Context: an optimization exercise on an open-source flow, tuned for small area. The choices shown serve that exercise and are no tape-out recipe. In this exercise RTL edits were held to simulation tests only and were not proved equivalent to the original. Power and IR drop assume default switching activity.

<file path="flow/design.v">
`timescale 1ns/10ps
`default_nettype none
module key_conditioner (
	input  logic clk,
	input  logic rst,
	input  logic key_left,
	input  logic key_right,
	input  logic key_down,
	input  logic key_start,
	output logic keys_left,
	output logic keys_right,
	output logic keys_down,
	output logic keys_click
);
	logic [3:0] raw;
	logic [3:0] meta;
	logic [3:0] sync;
	logic [3:0] sync_d;  
	assign raw = {key_start, key_down, key_right, key_left};
	always_ff @(posedge clk) begin
		if (rst) begin
			meta <= '0;
			sync <= '0;
			sync_d <= '0;
		end else begin
			meta <= raw;
			sync <= meta;
			sync_d <= sync;
		end
	end
	assign keys_left = sync[0];
	assign keys_right = sync[1];
	assign keys_down = sync[2];
	assign keys_click = |(sync & ~sync_d);  
endmodule
`default_nettype wire
`timescale 1ns/10ps
`default_nettype none
module piece_unit (
	input  logic clk,
	input  logic rst,
	input  logic spawn,
	input  logic shift_left,
	input  logic shift_right,
	input  logic step_down,
	input  logic save,
	input  logic undo,
	output logic [35:0] cells,
	output logic [2:0] kind
);
	logic [35:0] saved;
	logic [2:0] order_idx;
	logic [2:0] next_kind;
	logic [35:0] next_shape;
	always_comb begin
		case (order_idx)
			3'd0: next_kind = 3'd7;
			3'd1: next_kind = 3'd2;
			3'd2: next_kind = 3'd1;
			3'd3: next_kind = 3'd3;
			3'd4: next_kind = 3'd4;
			3'd5: next_kind = 3'd5;
			3'd6: next_kind = 3'd6;
			default: next_kind = 3'd0;
		endcase
	end
	always_comb begin
		case (next_kind)
			3'd1: next_shape = {5'd0, 4'd4, 5'd1, 4'd3, 5'd1, 4'd4, 5'd1, 4'd5};  
			3'd2: next_shape = {5'd0, 4'd3, 5'd1, 4'd3, 5'd1, 4'd4, 5'd0, 4'd4};  
			3'd3: next_shape = {5'd0, 4'd5, 5'd1, 4'd3, 5'd1, 4'd4, 5'd1, 4'd5};  
			3'd4: next_shape = {5'd0, 4'd3, 5'd1, 4'd3, 5'd1, 4'd4, 5'd1, 4'd5};  
			3'd5: next_shape = {5'd0, 4'd4, 5'd1, 4'd3, 5'd1, 4'd4, 5'd0, 4'd5};  
			3'd6: next_shape = {5'd1, 4'd4, 5'd0, 4'd3, 5'd0, 4'd4, 5'd1, 4'd5};  
			3'd7: next_shape = {5'd1, 4'd2, 5'd1, 4'd3, 5'd1, 4'd4, 5'd1, 4'd5};  
			default: next_shape = '0;
		endcase
	end
	always_ff @(posedge clk) begin
		if (rst) begin
			order_idx <= '0;
			kind <= 3'd7;
		end else if (spawn) begin
			kind <= next_kind;
			if (order_idx == 3'd6)
				order_idx <= '0;
			else
				order_idx <= order_idx + 1'b1;
		end
	end
	always_ff @(posedge clk) begin
		if (spawn) begin
			cells <= next_shape;
		end else if (undo) begin
			cells <= saved;
		end else if (step_down) begin
			for (int i = 0; i < 4; i++)
				cells[i*9+4 +: 5] <= cells[i*9+4 +: 5] + 5'd1;  
		end else if (shift_left) begin
			for (int i = 0; i < 4; i++)
				cells[i*9 +: 4] <= cells[i*9 +: 4] - 4'd1;  
		end else if (shift_right) begin
			for (int i = 0; i < 4; i++)
				cells[i*9 +: 4] <= cells[i*9 +: 4] + 4'd1;
		end
	end
	always_ff @(posedge clk) begin
		if (save)
			saved <= cells;
	end
endmodule
`default_nettype wire
`timescale 1ns/10ps
`default_nettype none
module board_memory (
	input  logic clk,
	input  logic rst,
	input  logic [35:0] cells,
	input  logic [1:0] cell_sel,  
	input  logic write_cell,
	input  logic check_line,
	input  logic wipe,
	output logic probe_hit,
	output logic line_done,
	input  logic [4:0] peek_row,
	output logic [9:0] peek_bits
);
	logic [9:0] occ [20];  
	logic [3:0] fill [20];
	logic [8:0] sel;
	logic [4:0] sel_row;
	logic [3:0] sel_col;
	logic off_board;
	logic row_full;
	always_comb begin
		case (cell_sel)
			2'd0: sel = cells[35:27];
			2'd1: sel = cells[26:18];
			2'd2: sel = cells[17:9];
			default: sel = cells[8:0];
		endcase
	end
	assign sel_row = sel[8:4];
	assign sel_col = sel[3:0];
	assign off_board = (sel_row >= 5'd20) || (sel_col >= 4'd10);
	always_comb begin
		probe_hit = 1'b1;
		row_full = 1'b0;
		if (!off_board) begin
			probe_hit = occ[sel_row][sel_col];
			row_full = (fill[sel_row] == 4'd10);
		end
	end
	assign line_done = check_line && row_full;
	assign peek_bits = (peek_row < 5'd20) ? occ[peek_row] : '0;
	always_ff @(posedge clk) begin
		if (rst || wipe) begin
			for (int r = 0; r < 20; r++) begin
				occ[r] <= '0;
				fill[r] <= '0;
			end
		end else if (write_cell && !off_board) begin
			occ[sel_row][sel_col] <= 1'b1;
			fill[sel_row] <= fill[sel_row] + 1'b1;
		end else if (line_done) begin
			occ[sel_row] <= '0;  
			fill[sel_row] <= '0;
		end
	end
endmodule
`default_nettype wire
`timescale 1ns/10ps
`default_nettype none
module game_control (
	input  logic clk,
	input  logic rst,
	input  logic frame_tick,
	input  logic keys_left,
	input  logic keys_right,
	input  logic keys_down,
	input  logic keys_click,
	output logic spawn,
	output logic shift_left,
	output logic shift_right,
	output logic step_down,
	output logic save,
	output logic undo,
	output logic [1:0] cell_sel,
	output logic write_cell,
	output logic check_line,
	output logic wipe,
	input  logic probe_hit,
	input  logic line_done,
	output logic [2:0] state,
	output logic [1:0] countdown,
	output logic [9:0] lines_cleared
);
	localparam logic [2:0] START_SCREEN = 3'd0;
	localparam logic [2:0] COUNTING = 3'd1;
	localparam logic [2:0] START_FALLING = 3'd2;
	localparam logic [2:0] FALLING = 3'd3;
	localparam logic [2:0] DESTROY_LINE = 3'd4;
	localparam logic [2:0] CLEAN = 3'd5;
	localparam logic [2:0] GAME_OVER = 3'd7;
	localparam int count_frames = 30;  
	localparam int count_steps = 3;
	localparam int fall_speed = 8;
	localparam int move_hold = 5;
	localparam logic [2:0] ST_IDLE = 3'd0;
	localparam logic [2:0] ST_SHIFT = 3'd1;
	localparam logic [2:0] ST_PROBE_MOVE = 3'd2;
	localparam logic [2:0] ST_FALL = 3'd3;
	localparam logic [2:0] ST_PROBE_FALL = 3'd4;
	localparam logic [2:0] ST_WRITE = 3'd5;
	localparam logic [2:0] ST_PROBE_SPAWN = 3'd6;
	logic [2:0] step;
	logic [1:0] idx;
	logic [4:0] frame_cnt;
	logic [3:0] wait_cnt;
	logic [2:0] hold_cnt;
	logic side_held;
	logic move_due;
	logic fall_due;
	logic last_cell;
	assign side_held = keys_left ^ keys_right;
	assign move_due = side_held && (hold_cnt == 3'(move_hold));
	assign fall_due = keys_down || (wait_cnt >= 4'(fall_speed));
	assign last_cell = (idx == 2'd3);
	assign cell_sel = idx;
	always_comb begin
		spawn = 1'b0;
		shift_left = 1'b0;
		shift_right = 1'b0;
		step_down = 1'b0;
		save = 1'b0;
		undo = 1'b0;
		write_cell = 1'b0;
		check_line = 1'b0;
		wipe = 1'b0;
		case (state)
			START_FALLING: spawn = 1'b1;
			FALLING: begin
				case (step)
					ST_IDLE: save = frame_tick;
					ST_SHIFT: begin
						shift_left = move_due && keys_left;
						shift_right = move_due && keys_right;
					end
					ST_PROBE_MOVE: begin
						undo = probe_hit;
						save = !probe_hit && last_cell;  
					end
					ST_FALL: step_down = fall_due;
					ST_PROBE_FALL: undo = probe_hit;
					ST_WRITE: write_cell = 1'b1;
					default: ;
				endcase
			end
			DESTROY_LINE: check_line = 1'b1;
			GAME_OVER: wipe = keys_click;
			default: ;
		endcase
	end
	always_ff @(posedge clk) begin
		if (rst) begin
			state <= START_SCREEN;
			step <= ST_IDLE;
			idx <= '0;
			countdown <= '0;
			frame_cnt <= '0;
			wait_cnt <= '0;
			hold_cnt <= '0;
			lines_cleared <= '0;
		end else begin
			case (state)
				START_SCREEN: begin
					if (keys_click) begin
						state <= COUNTING;
						countdown <= 2'(count_steps);
						frame_cnt <= '0;
					end
				end
				COUNTING: begin
					if (frame_tick) begin
						if (frame_cnt < 5'(count_frames)) begin
							frame_cnt <= frame_cnt + 1'b1;
						end else begin
							frame_cnt <= '0;
							countdown <= countdown - 1'b1;
							if (countdown == 2'd1)
								state <= START_FALLING;
						end
					end
				end
				START_FALLING: begin  
					state <= FALLING;
					step <= ST_PROBE_SPAWN;
					idx <= '0;
					wait_cnt <= '0;
					hold_cnt <= '0;
				end
				FALLING: begin
					case (step)
						ST_IDLE: begin
							if (frame_tick)
								step <= ST_SHIFT;
						end
						ST_SHIFT: begin
							if (!side_held || move_due)
								hold_cnt <= '0;
							else
								hold_cnt <= hold_cnt + 1'b1;
							idx <= '0;
							step <= ST_PROBE_MOVE;
						end
						ST_PROBE_MOVE: begin
							if (probe_hit || last_cell)
								step <= ST_FALL;
							else
								idx <= idx + 1'b1;
						end
						ST_FALL: begin
							if (fall_due) begin
								wait_cnt <= '0;
								idx <= '0;
								step <= ST_PROBE_FALL;
							end else begin
								wait_cnt <= wait_cnt + 1'b1;
								step <= ST_IDLE;
							end
						end
						ST_PROBE_FALL: begin
							if (probe_hit) begin  
								idx <= '0;
								step <= ST_WRITE;
							end else if (last_cell) begin
								step <= ST_IDLE;
							end else begin
								idx <= idx + 1'b1;
							end
						end
						ST_WRITE: begin
							idx <= idx + 1'b1;  
							if (last_cell) begin
								step <= ST_IDLE;
								state <= DESTROY_LINE;
							end
						end
						ST_PROBE_SPAWN: begin
							if (probe_hit) begin
								step <= ST_IDLE;
								state <= GAME_OVER;
							end else if (last_cell) begin
								step <= ST_IDLE;
							end else begin
								idx <= idx + 1'b1;
							end
						end
						default: step <= ST_IDLE;
					endcase
				end
				DESTROY_LINE: begin
					if (line_done)
						lines_cleared <= lines_cleared + 1'b1;
					idx <= idx + 1'b1;
					if (last_cell)
						state <= START_FALLING;
				end
				GAME_OVER: begin
					if (keys_click)
						state <= CLEAN;
				end
				CLEAN: state <= START_SCREEN;  
				default: state <= START_SCREEN;
			endcase
		end
	end
endmodule
`default_nettype wire
`timescale 1ns/10ps
`default_nettype none
module tetris_top (
	input  logic clk,
	input  logic rst,
	input  logic key_left,
	input  logic key_right,
	input  logic key_down,
	input  logic key_start,
	input  logic frame_tick,
	input  logic [4:0] peek_row,
	output logic [9:0] peek_bits,
	output logic [2:0] state,
	output logic [1:0] countdown,
	output logic [2:0] kind,
	output logic [9:0] lines_cleared
);
	logic keys_left, keys_right, keys_down, keys_click;
	logic spawn, shift_left, shift_right, step_down, save, undo;
	logic [35:0] cells;
	logic [1:0] cell_sel;
	logic write_cell, check_line, wipe, probe_hit, line_done;
	key_conditioner u_keys (
		.clk(clk),
		.rst(rst),
		.key_left(key_left),
		.key_right(key_right),
		.key_down(key_down),
		.key_start(key_start),
		.keys_left(keys_left),
		.keys_right(keys_right),
		.keys_down(keys_down),
		.keys_click(keys_click)
	);
	game_control u_control (
		.clk(clk),
		.rst(rst),
		.frame_tick(frame_tick),
		.keys_left(keys_left),
		.keys_right(keys_right),
		.keys_down(keys_down),
		.keys_click(keys_click),
		.spawn(spawn),
		.shift_left(shift_left),
		.shift_right(shift_right),
		.step_down(step_down),
		.save(save),
		.undo(undo),
		.cell_sel(cell_sel),
		.write_cell(write_cell),
		.check_line(check_line),
		.wipe(wipe),
		.probe_hit(probe_hit),
		.line_done(line_done),
		.state(state),
		.countdown(countdown),
		.lines_cleared(lines_cleared)
	);
	piece_unit u_piece (
		.clk(clk),
		.rst(rst),
		.spawn(spawn),
		.shift_left(shift_left),
		.shift_right(shift_right),
		.step_down(step_down),
		.save(save),
		.undo(undo),
		.cells(cells),
		.kind(kind)
	);
	board_memory u_board (
		.clk(clk),
		.rst(rst),
		.cells(cells),
		.cell_sel(cell_sel),
		.write_cell(write_cell),
		.check_line(check_line),
		.wipe(wipe),
		.probe_hit(probe_hit),
		.line_done(line_done),
		.peek_row(peek_row),
		.peek_bits(peek_bits)
	);
endmodule
`default_nettype wire
</file>
<file path="flow/run.sh">
#!/bin/bash
# synth_recipe.tcl (not shown) runs the flow's synth.tcl, then flattens the netlist and writes it again
# the make line also repeats each setting of config.mk as NAME=value (left out here)
make -C /OpenROAD-flow-scripts/flow DESIGN_CONFIG=/design/flow/config.mk WORK_HOME=/design/flow/orfs CLKGATE_MAP_FILE= SYNTH_SCRIPT=/design/flow/synth_recipe.tcl finish
</file>
<file path="flow/config.mk">
export PLATFORM = sky130hd
export DESIGN_NAME = tetris_top
export DESIGN_NICKNAME = tetris_top
export VERILOG_FILES = /design/flow/design.v
export SDC_FILE = /design/flow/constraint.sdc
export NUM_CORES = 4
export LEC_CHECK = 0
export CAP_MARGIN = 20
export CORE_MARGIN = 2
export CORE_UTILIZATION = 40
export SLEW_MARGIN = 20
</file>
<file path="flow/constraint.sdc">
create_clock -name core_clock -period 10.0 [get_ports {clk}]
set_input_delay 2.0000 -clock core_clock [delete_from_list [all_inputs] [get_ports {clk}]]
set_output_delay 2.0000 -clock core_clock [all_outputs]
set_load 0.01 [all_outputs]
</file>
==> flow_summary.toml <==
[setup_path]
rrSetupSlack_ps = 2410
ff2ff_path_depth = 15
cp.arrival_ps = 7700
startpoint = "u_control.idx[0]$_SDFFE_PP0P_"
end_kind = "register"
path_class = "register to register"
critPathBufInv = 4
worstPathCellList = "ha_2 > buf_4 > nor2b_1 > a21oi_4 > buf_4 > a21oi_1 > a22oi_1 > a22oi_1 > a41oi_1 > o41ai_1 > o311ai_1 > buf_4 > nand4_1 > buf_4 > nand2_1"
r2r_start = "u_control.idx[0]$_SDFFE_PP0P_"
r2r-end = "u_piece.cells[17]$_SDFFCE_PP0P_"
worst_path_dominant_cell_family = "compound AO/OA/AOI/OAI gates"
critPathMostFrequentCell = "buf_4"
max_stage_delay_ps = 1010
required_ps = 10100
path_max_fanout = 63
cp-start-kind = "register"
cpMaxStageDelayCell = "o41ai_1"

[timing]
relSlewSlack = 0.186
fmaxAchievable_ghz = 0.132
setup_tns_ps = 0
finalCritPeriodShare = 0.759
tightest_slew_ps = 1220
slew_violations = 0
rsz0062_at_grt = "no"
hold_viol = 0
skew_ps = 31.2
min_period_ps = 7590
finalSetupViolCount = 0

[placed_design]
hpwl_um = 56600
gp_congestion = 0.921
dp_cells = 3675
io_buffers = 39

[run]
maxCapViolCount = 0

[pwr]
power_density_nw_per_um2 = 284
ir_drop_mv = 0.257
swShare = 0.406
seq_power_share = 0.365
p_leak_uw = 0.0120
clock_power_share = 0.250
pwr-share-comb = 0.385
p_int_uw = 5570
switchingPower_uw = 3810

[routing]
drt-pass1-iter-count = 6
drt_wl_total_um = 89900
drc_errors = 0
vias_per_cell = 5.89
ant_nets = 0
drt_iter0_markers = 3094
vias = 22300
wl_per_cell_um = 23.7

[synth]
seq_area_frac_synth = 0.571
synth_edf_count = 520
synth_area_um2 = 29100
synthCells = 2698
yosys_warnings = 4
ys_types = 74
syn_area_per_cell_um2 = 10.8
synth_ff_type = "edfxtp_1"
synth_seq_cells = 570
async_flop_share = 0

[min_path]
whs_path_depth = 1
min_to = "u_keys.sync[3]$_SDFF_PP0_"
worstHoldStart = "u_keys.meta[3]$_SDFF_PP0_"
hold_class = "register to register"

[global_routing]
grt.total_usage = 0.238
grt_pass1_vias = 21400
grt_pass1_wl_um = 133000
grt_max_degree = 111
gr-total-overflow = 0
antenna_found_initial = 0

[cells_and_area]
fill_cells = 6613
area_growth_pct = 13.4
final_common_cell = "nor2_1"
final_util = 0.460
drive_gt1_frac = 0.102
ff_latch_area_um2 = 16600
nets = 2838
antenna_cells = 0
multiInputGateArea_um2 = 12000
most-common-layout-cells = "nor2_1, edfxtp_1, nand2_1"
fin_cells = 3792

[floorplanning]
dieArea_um2 = 75000
coreArea_um2 = 71700
start_util = 0.406
die_w_um = 274
chipHeight_um = 274
rows = 98
pin_count = 40

[clock_tree]
ctsHtreeMaxLevel = 3
clk_path_buf_depth = 3
clk_latency_ps = 620
cts_tree = "yes"
cts_resized = 0
cts_sinks = 570
clk_pin_slew_ps = 60
cts_setup_buffers = 0
cts_buffers = 66
cts-root-buf = "clkbuf_16"
hold_buffers = 0

[run_status]
status = "timing/DRC/antenna clean"
==> final cells by class <==
| class | count | area share |
|---|---|---|
| Clock inverter | 33 | 0.00663 |
| Clock buffer | 83 | 0.0561 |
| Inverter | 78 | 0.00886 |
| Tap cell | 950 | 0.0360 |
| Timing Repair Buffer | 97 | 0.0255 |
| Multi-Input combinational cell | 1981 | 0.364 |
| Sequential cell | 570 | 0.503 |
==> flip-flops by register name, indices dropped and copies added, names as in the netlist, 4 cells and up <==
register                 count
u_control.wait_cnt           4
u_piece.cells               36
u_piece.saved               36
u_board.fill               128
u_keys.meta                  4
u_board.occ                320
u_keys.sync_d                4
u_control.frame_cnt          5
u_control.lines_cleared     10
u_keys.sync                  4
==> cells by family after synthesis <==
family / count (synthesis) / share of synthesized area
flops: 570 / 0.571
compound gates: 469 / 0.107
fa+ha+maj: 33 / 0.0151
xor+xnor: 43 / 0.0129
simple gates: 1078 / 0.158
buf+inv: 314 / 0.0479
mux: 190 / 0.0878
other cells: 1 / 0.000129
==> worst max-delay path by stage <==
stage | to | slack [ps] | cells past startpoint
floorplan | u_piece.saved[0]$_DFFE_PP_ | 2600 | 20
global placement | peek_bits[3] | 2370 | 6
detailed placement | u_board.occ[24][0]$_DFFE_PP_ | 2630 | 17
CTS | u_piece.cells[17]$_SDFFCE_PP0P_ | 2580 | 15
global route | u_board.occ[29][0]$_DFFE_PP_ | 2120 | 17
finish | u_piece.cells[17]$_SDFFCE_PP0P_ | 2410 | 15
==> metal layers <==
layer	track usage	part of all wire	vias up
li1	-	-	9765
met4	0.130	0.058	0
met5	0	0	-
met3	0.0588	0.10	299
met2	0.363	0.45	1279
met1	0.312	0.39	11000
==> power by group through the flow <==
stage	logic [uW]	clock network, uW	registers (uW)
final	3610	2350	3420
after global routing	3830	2470	3460
after CTS	3540	2380	3420
after detailed placement	3520	0	3460
after global placement	3450	0	3440
after floorplan	2370	0	3370
==> through the flow <==
step	setup slack (ps)	total power (uW)	area [um2]	hold slack (ps)
6_report	2410	9380	33000	439
5_1_grt	2120	9760	33000	462
4_1_cts	2580	9330	33000	448
3_5_place_dp	2630	6990	30900	432
3_3_place_gp	2370	6890	30900	418
2_1_floorplan	2600	5740	29700	414
==> cells in the mapped netlist, types with 3 or more instances <==
library cell	n	area, um2
xnor2_1	18	158
o221ai_1	5	43.8
ha_1	28	350
a211oi_1	32	240
buf_1	30	113
xor2_1	25	219
buf_4	5	37.5
edfxtp_1	520	15600
nor2b_1	18	113
fa_1	4	80.1
nor2_1	603	2260
buf_2	128	641
clkbuf_1	68	255
a31oi_1	75	469
nand2b_1	8	50.1
a2111oi_0	3	26.3
o22ai_1	16	100
o21ai_0	37	185
a32oi_1	4	35.0
a221oi_1	17	149
a221o_1	5	50.1
a41oi_1	8	70.1
a222oi_1	4	40.0
nand3_1	57	285
nand2_1	305	1140
a21o_1	7	52.6
a22oi_1	62	465
a311oi_1	22	193
nand3_4	18	315
buf_6	5	56.3
mux2i_1	117	1170
nor4_1	12	75.1
o211ai_1	3	22.5
dfxtp_1	50	1000
nor3_1	15	75.1
and3_1	19	119
nand4_1	8	50.1
mux4_2	50	1130
a21oi_1	134	671
a22o_1	3	26.3
o32ai_1	4	35.0
and2_1	3	18.8
inv_1	77	289
mux2_2	23	259

## what the ideal ports hide
The results above use ideal ports. As a check the final layout listed here was re-extracted and re-timed, cells and wires unchanged.
Step 1 sets driving cells, clkbuf_16 on the clock port and buf_2 on the other inputs (assumed; they add their load-dependent delay and slew).
Step 2 adds t to the input delays and takes it off the output delays; t is the mean of the earliest and latest rising clock arrival at the registers after step 1. Input paths then give back, and output paths get back, about the clock's delay inside the block.
Slacks: ideal ports / drivers / drivers and shift; pairs: ideal ports / drivers.
t (ns): 0.667
setup WS [ns]: 2.408 / 2.408 / 2.408
worst data-port slew with drivers (ns): 0.04
pins driven straight from the clock port: 1
After both steps setup and hold are still met in this run. The setup slack of this run moves by 0.000 ns with the drivers and by 0.000 ns with both steps.
